Source: an optimization exercise on an open RTL-to-GDS flow (aim: small area, a short achievable clock period and few clock cycles per item). Production flows keep margins and buffers that such runs may drop. At most, simulation tests tie the RTL to the original design; equivalence was not proved. Power and IR drop assume default switching activity.

==> 10-20: inputs <==
==> flow/design.v (excerpt) <==
module mult_diya_fp32 (
   input  logic        clk,
   input  logic        nRST,
   input  logic        valid_in,
   input  logic [31:0] data1,
   input  logic [31:0] data2,
   output logic [31:0] result,
   output logic        valid_out
);
export LEC_CHECK = 0
export CAP_MARGIN = 20
export CORE_MARGIN = 2
export CORE_UTILIZATION = 80
export CTS_BUF_LIST = sky130_fd_sc_hd__clkbuf_8
export CTS_CLUSTER_SIZE = 30
export SLEW_MARGIN = 60
export SYNTH_HIERARCHICAL = 1
export SYNTH_MINIMUM_KEEP_SIZE = 0
create_clock -name core_clock -period 14.0 [get_ports {clk}]
standard.sh (not shown) runs the stock make flow with config.mk's settings and CLKGATE_MAP_FILE= SYNTH_SCRIPT=/design/flow/synth_recipe.tcl, a recipe that flattens the netlist after the stock synthesis.
==> flow/flow/run.sh <==
#!/bin/bash
# Standard layout, with plain buffers (instead of the default delay-cell
# buffers) on the ports. Every port still gets its own buffer.
set -euo pipefail
export BUFFER_PORTS_ARGS="-buffer_cell sky130_fd_sc_hd__buf_2"
bash standard.sh > standard.log 2>&1
==> inputs of 11-01, as changes to 10-20 <==
--- a/flow/config.mk
+++ b/flow/config.mk
@@ -7,7 +7,7 @@
 export LEC_CHECK = 0
 export CAP_MARGIN = 20
 export CORE_MARGIN = 2
-export CORE_UTILIZATION = 80
+export CORE_UTILIZATION = 65
 export CTS_BUF_LIST = sky130_fd_sc_hd__clkbuf_8
 export CTS_CLUSTER_SIZE = 30
 export SLEW_MARGIN = 60
==> parameters.txt <==
Parameter                              Value

Global routing
  Global routing met1 resource utilization ... 51.5%
  Antenna violations before repair ... 2

Routing
  Met1 wire length ... 21600 um
  Via count ... 18800
  Initial DRT Pass Iterations ... 9

Layout
  Multi-input gate area in the final layout ... 15700 um^2
  P&R area growth vs syn ... 7.33%
  Post-route standard cell area excluding fillers ... 23600 um^2
  Seq. cell area ... 4900 um^2
  Share of post-route cells with drive strength above 1 ... 11.9%

Worst setup path
  Type of the worst setup path ... primary input to register
  Worst reg2reg setup slack ... 10.13 ns

Power and ir drop
  Leak Pwr ... 9.87 nW
  Sequential group power ... 1.22 mW
  Switching power share of the total ... 47.9%

Run status
  Outcome ... no timing/DRC/antenna violations

Floorplan
  Chip Width ... 170 um
  Num rows ... 60

Placed design
  Area after DPL ... 22700 um^2
[end of results for 10-20]
==> parameters.txt <==
Parameter                              Value

Routing
  Initial DRT Pass Iterations ... 6
  Met1 wire length ... 22600 um

Layout
  Share of post-route cells with drive strength above 1 ... 12.2%
  Seq. cell area ... 4850 um^2
  Post-route standard cell area excluding fillers ... 23800 um^2

Global routing
  Global routing met1 resource utilization ... 41.8%
  Antenna violations before repair ... 0

Run status
  Outcome ... no timing/DRC/antenna violations

Power and ir drop
  Switching power share of the total ... 46.6%
  Sequential group power ... 1.16 mW
  Leak Pwr ... 9.97 nW

Floorplan
  Chip Width ... 188 um

Worst setup path
  Type of the worst setup path ... register to output port
[end of results for 11-01]
Testbench counts of 10-20, summed over its fixed seeds: cycles 16,024, items 16,000.
Testbench counts of 11-01, summed over its fixed seeds: cycles 16,024, items 16,000.

========
==> 11-25 <==
mult_diya_fp32, a different RTL version from the one above (not shown whole).
==> flow/config.mk <==
export PLATFORM = sky130hd
export DESIGN_NAME = mult_diya_fp32
export DESIGN_NICKNAME = mult_diya_fp32
export VERILOG_FILES = /design/flow/design.v
export SDC_FILE = /design/flow/constraint.sdc
export NUM_CORES = 4
export LEC_CHECK = 0
export CAP_MARGIN = 20
export CORE_MARGIN = 2
export CORE_UTILIZATION = 65
export CTS_BUF_LIST = sky130_fd_sc_hd__clkbuf_8
export CTS_CLUSTER_SIZE = 30
export SLEW_MARGIN = 60
export SYNTH_HIERARCHICAL = 1
export SYNTH_MINIMUM_KEEP_SIZE = 0
==> flow/constraint.sdc <==
create_clock -name core_clock -period 14.0 [get_ports {clk}]
set_input_delay 2.8000 -clock core_clock [delete_from_list [all_inputs] [get_ports {clk}]]
set_output_delay 2.8000 -clock core_clock [all_outputs]
set_load 0.01 [all_outputs]
==> flow/flow/run.sh <==
#!/bin/bash
# Standard layout with two changes to how it is built:
#  * plain buffers (instead of the default delay-cell buffers) on the ports;
#    every port still gets its own buffer;
#  * clock tree synthesis without dummy balancing loads.
set -euo pipefail
export BUFFER_PORTS_ARGS="-buffer_cell sky130_fd_sc_hd__buf_2"
export CTS_ARGS="-sink_clustering_enable -repair_clock_nets -buf_list sky130_fd_sc_hd__clkbuf_8 -sink_clustering_size 30 -dont_use_dummy_load"
bash standard.sh > standard.log 2>&1
==> inputs of 09-06, as changes to 11-25 <==
CORE_UTILIZATION = 72   (was 65)
==> notes <==
- Between 11-25 and 09-06, the lower first-iteration DRC count is in 11-25 (gap 1.7%, measured against 09-06).
- Of 11-25 and 09-06, 11-25 has the higher register-to-register slack (gap 0.13 ns).
- In 11-25 the count of clock-buffer cells in the layout is higher than in 09-06, by 1.
- Area after synthesis is the same in 09-06 and 11-25.
Testbench counts of 11-25, summed over its fixed seeds: cycles 16,024, items 16,000.
Testbench counts of 09-06, summed over its fixed seeds: cycles 16,024, items 16,000.

========
==> exp/sierra <==
Another version of the RTL of mult_diya_fp32 (not shown whole).
Settings: LEC_CHECK=0, CAP_MARGIN=20, CORE_MARGIN=2, CORE_UTILIZATION=40, SLEW_MARGIN=60, SYNTH_HIERARCHICAL=1, SYNTH_MINIMUM_KEEP_SIZE=0; clock period 14.0 ns.
run.sh (not shown) runs the stock make flow with config.mk's settings and CLKGATE_MAP_FILE= SYNTH_SCRIPT=/design/flow/synth_recipe.tcl, a recipe that flattens the netlist after the stock synthesis.
Stock flow here: none of the scripts above is used.
==> inputs of exp/tundra, as changes to exp/sierra <==
Settings changed: SLEW_MARGIN 60 to 20.
==> results.py <==
metrics = {
    "status": {
        "status": "no timing/DRC/antenna violations",
    },
    "final_layout": {
        "fillCellCount": 5303,
        "finish.instance_area_mm2": 0.02537,
    },
    "power_and_ir_drop": {
        "p_clk_uw": 878,
    },
    "worst_setup_path": {
        "r2r_setup_slack_ns": 10.09,
    },
    "global_route": {
        "antenna_found_initial": 1,
        "grt_pass1_vias": 18180,
    },
    "routing": {
        "wl_met2_mm": 29.29,
    },
    "sta": {
        "timing.hold.ws_ns": 0.3195,
        "final.setup.worst_slack_ns": 9.290,
    },
    "placed_design": {
        "post-place-ws_ns": 8.705,
    },
}
(the above is from exp/sierra)
==> results.py <==
metrics = {
    "status": {
        "status": "no timing/DRC/antenna violations",
    },
    "sta": {
        "timing.hold.ws_ns": 0.3211,
    },
    "final_layout": {
        "finish.instance_area_mm2": 0.02527,
        "fillCellCount": 5275,
    },
    "power_and_ir_drop": {
        "p_clk_uw": 873,
        "swShare_pct": 43.87,
    },
    "placed_design": {
        "post-place-ws_ns": 8.690,
    },
    "worst_setup_path": {
        "r2r_setup_slack_ns": 9.66,
    },
    "global_route": {
        "grt_pass1_vias": 18210,
        "antenna_found_initial": 0,
    },
}
(the above is from exp/tundra)
No run of this note included a check of the RTL's function; only the layout flow was run.

========
==> build 58: inputs <==
Another version of the RTL of mult_diya_fp32 (not shown whole).
clock: 14.0 ns
lec_check: 0
cap_margin: 20
core_margin: 2
core_utilization: 65
slew_margin: 60
synth_hierarchical: 1
synth_minimum_keep_size: 0
standard.sh (not shown) runs the stock make flow with config.mk's settings and CLKGATE_MAP_FILE= SYNTH_SCRIPT=/design/flow/synth_recipe.tcl, a recipe that flattens the netlist after the stock synthesis.
==> flow/flow/run.sh <==
#!/bin/bash
# Standard layout, with plain buffers (instead of the default delay-cell
# buffers) on the ports. Every port still gets its own buffer.
set -euo pipefail
export BUFFER_PORTS_ARGS="-buffer_cell sky130_fd_sc_hd__buf_2"
bash standard.sh > standard.log 2>&1
==> inputs of trial 51, as changes to build 58 <==
- CTS_BUF_LIST: unset -> sky130_fd_sc_hd__clkbuf_8
- CTS_CLUSTER_SIZE: unset -> 30
==> implementation parameters <==
Parameter                              Value

Run status
  Outcome    complete, no violations

Drt
  Via count of the routed design    around 17000

Critical path
  Delay of the slowest cell on the worst path    0.46 ns
  Reg-to-reg endpoint    r2_cv[22]
  Worst reg2reg startpoint    r1_one[4]
The numbers above come from build 58.

==> implementation parameters <==
Parameter                              Value

Clock network
  CTS H-tree depth    2

Critical path
  Worst reg2reg startpoint    r1_x[21]
  Delay of the slowest cell on the worst path    0.45 ns
  Reg-to-reg endpoint    r2_cv[31]

STA
  Final hold viol count    0

Run status
  Outcome    complete, no violations

Drt
  Via count of the routed design    17450
The numbers above come from trial 51.

Testbench counts of build 58, summed over its fixed seeds: cycles 16,024, items 16,000.
Testbench counts of trial 51, summed over its fixed seeds: cycles 16,024, items 16,000.

========
==> amber: inputs <==
mult_diya_fp32, a different RTL version from the one above (not shown whole).
==> flow/config.mk <==
export PLATFORM = sky130hd
export DESIGN_NAME = mult_diya_fp32
export DESIGN_NICKNAME = mult_diya_fp32
export VERILOG_FILES = /design/flow/design.v
export SDC_FILE = /design/flow/constraint.sdc
export NUM_CORES = 4
export LEC_CHECK = 0
export CAP_MARGIN = 20
export CORE_MARGIN = 2
export CORE_UTILIZATION = 40
export SLEW_MARGIN = 20
export SYNTH_HIERARCHICAL = 1
export SYNTH_MINIMUM_KEEP_SIZE = 0
==> flow/constraint.sdc <==
create_clock -name core_clock -period 14.0 [get_ports {clk}]
set_input_delay 2.8000 -clock core_clock [delete_from_list [all_inputs] [get_ports {clk}]]
set_output_delay 2.8000 -clock core_clock [all_outputs]
set_load 0.01 [all_outputs]
run.sh (not shown) runs the stock make flow with config.mk's settings and CLKGATE_MAP_FILE= SYNTH_SCRIPT=/design/flow/synth_recipe.tcl, a recipe that flattens the netlist after the stock synthesis.
Stock flow here: none of the scripts above is used.
==> inputs of raven, as changes to amber <==
==> flow/flow/run.sh (new file) <==
#!/bin/bash
# Standard layout, with plain buffers (instead of the default delay-cell
# buffers) on the ports. Every port still gets its own buffer.
set -euo pipefail
export BUFFER_PORTS_ARGS="-buffer_cell sky130_fd_sc_hd__buf_2"
bash standard.sh > standard.log 2>&1
==> flow/standard.sh (new file) <==
#!/bin/bash
# synth_recipe.tcl (not shown) runs the flow's synth.tcl, then flattens the netlist and writes it again
# the make line also repeats each setting of config.mk as NAME=value (left out here)
make -C /OpenROAD-flow-scripts/flow DESIGN_CONFIG=/design/flow/config.mk WORK_HOME=/design/flow/orfs CLKGATE_MAP_FILE= SYNTH_SCRIPT=/design/flow/synth_recipe.tcl "${@:-finish}"
removed: flow/run.sh
==> impl_metrics.yaml <==
status:
  status: "complete, no violations"
critical_path:
  critPathMaxStageDelay_ns: 0.72
  crit_family: "compound AO/OA/AOI/OAI gates"
  path_depth: 5
cells_and_area:
  final_core_util: 0.4550
  multi_input_area_share: 0.6256
  buf_share: 0.05570
  drive_gt1_frac: 0.07207
  area.growth.synth_to_final_pct: 12.82
placed_design:
  gp_congestion: 0.8508
power:
  p_switching_mw: 2.464
  p_total_mw: 5.540
  comb_power_mw: 3.33
  pwr-share-clk: 0.162
grt:
  grt_pass1_wl_mm: 104.1
sta:
  worst_pin_slew_ns: 0.8790
route:
  drt_iter0_markers: 1431
The numbers above come from amber.

==> impl_metrics.yaml <==
cells_and_area:
  buf_share: 0.03772
  final_core_util: 0.4456
  multi_input_area_share: 0.6387
  area.growth.synth_to_final_pct: 10.50
  drive_gt1_frac: 0.1098
grt:
  grt_util_met2: 0.3560
  grt_pass1_wl_mm: 103.1
critical_path:
  crit_family: "simple AND/OR/NAND/NOR gates"
  path_depth: 6
status:
  status: "complete, no violations"
power:
  pwr-share-clk: 0.158
  comb_power_mw: 3.30
  p_total_mw: 5.476
placed_design:
  post-place-ws_ns: 8.950
  gp_congestion: 0.8575
route:
  dr.pass1.iters: 6
floorplanning:
  dieArea_um2: 58660
The numbers above come from raven.

Testbench counts of amber, summed over its fixed seeds: cycles 16,024, items 16,000.
Testbench counts of raven, summed over its fixed seeds: cycles 16,024, items 16,000.

==> what the ideal ports hide <==
How much do the figures lean on ideal ports? The routed layouts below were timed once more, with nothing changed but the port constraints.
Step 1 assumes that a clkbuf_16 drives the clock port and a buf_2 every other input.
Step 2 moves the port delays by t, midway between the first and last clock arrival at a register: inputs arrive t later, outputs are due t later. That takes back most of the time a late clock gives input paths.
Three values: ideal ports, drivers, drivers and shift; two values: the first two.
run | t (ns) | setup WS [ns] | worst register clock-pin slew, ns
10-20 | 0.595 | 10.098 / 10.085 / 9.527 | 0.07 / 0.07
11-01 | 0.665 | 10.065 / 10.011 / 9.481 | 0.07 / 0.07
11-25 | 0.601 | 10.124 / 10.072 / 9.566 | 0.06 / 0.06
09-06 | 0.575 | 10.061 / 10.093 / 9.519 | 0.06 / 0.06
exp/sierra | 0.653 | 9.290 / 9.298 / 8.644 | 0.07 / 0.07
exp/tundra | 0.659 | 9.251 / 9.267 / 8.609 | 0.06 / 0.06
build 58 | 0.617 | 9.984 / 10.021 / 9.404 | 0.06 / 0.06
trial 51 | 0.653 | 10.031 / 10.012 / 9.410 | 0.07 / 0.07
amber | 0.608 | 9.354 / 9.387 / 8.779 | 0.06 / 0.06
raven | 0.600 | 9.775 / 9.793 / 9.193 | 0.06 / 0.06
After both steps every run listed still meets setup and hold. For exp/sierra, which loses most, drivers alone change the setup slack by +0.008 ns; drivers and shift together by -0.646 ns.
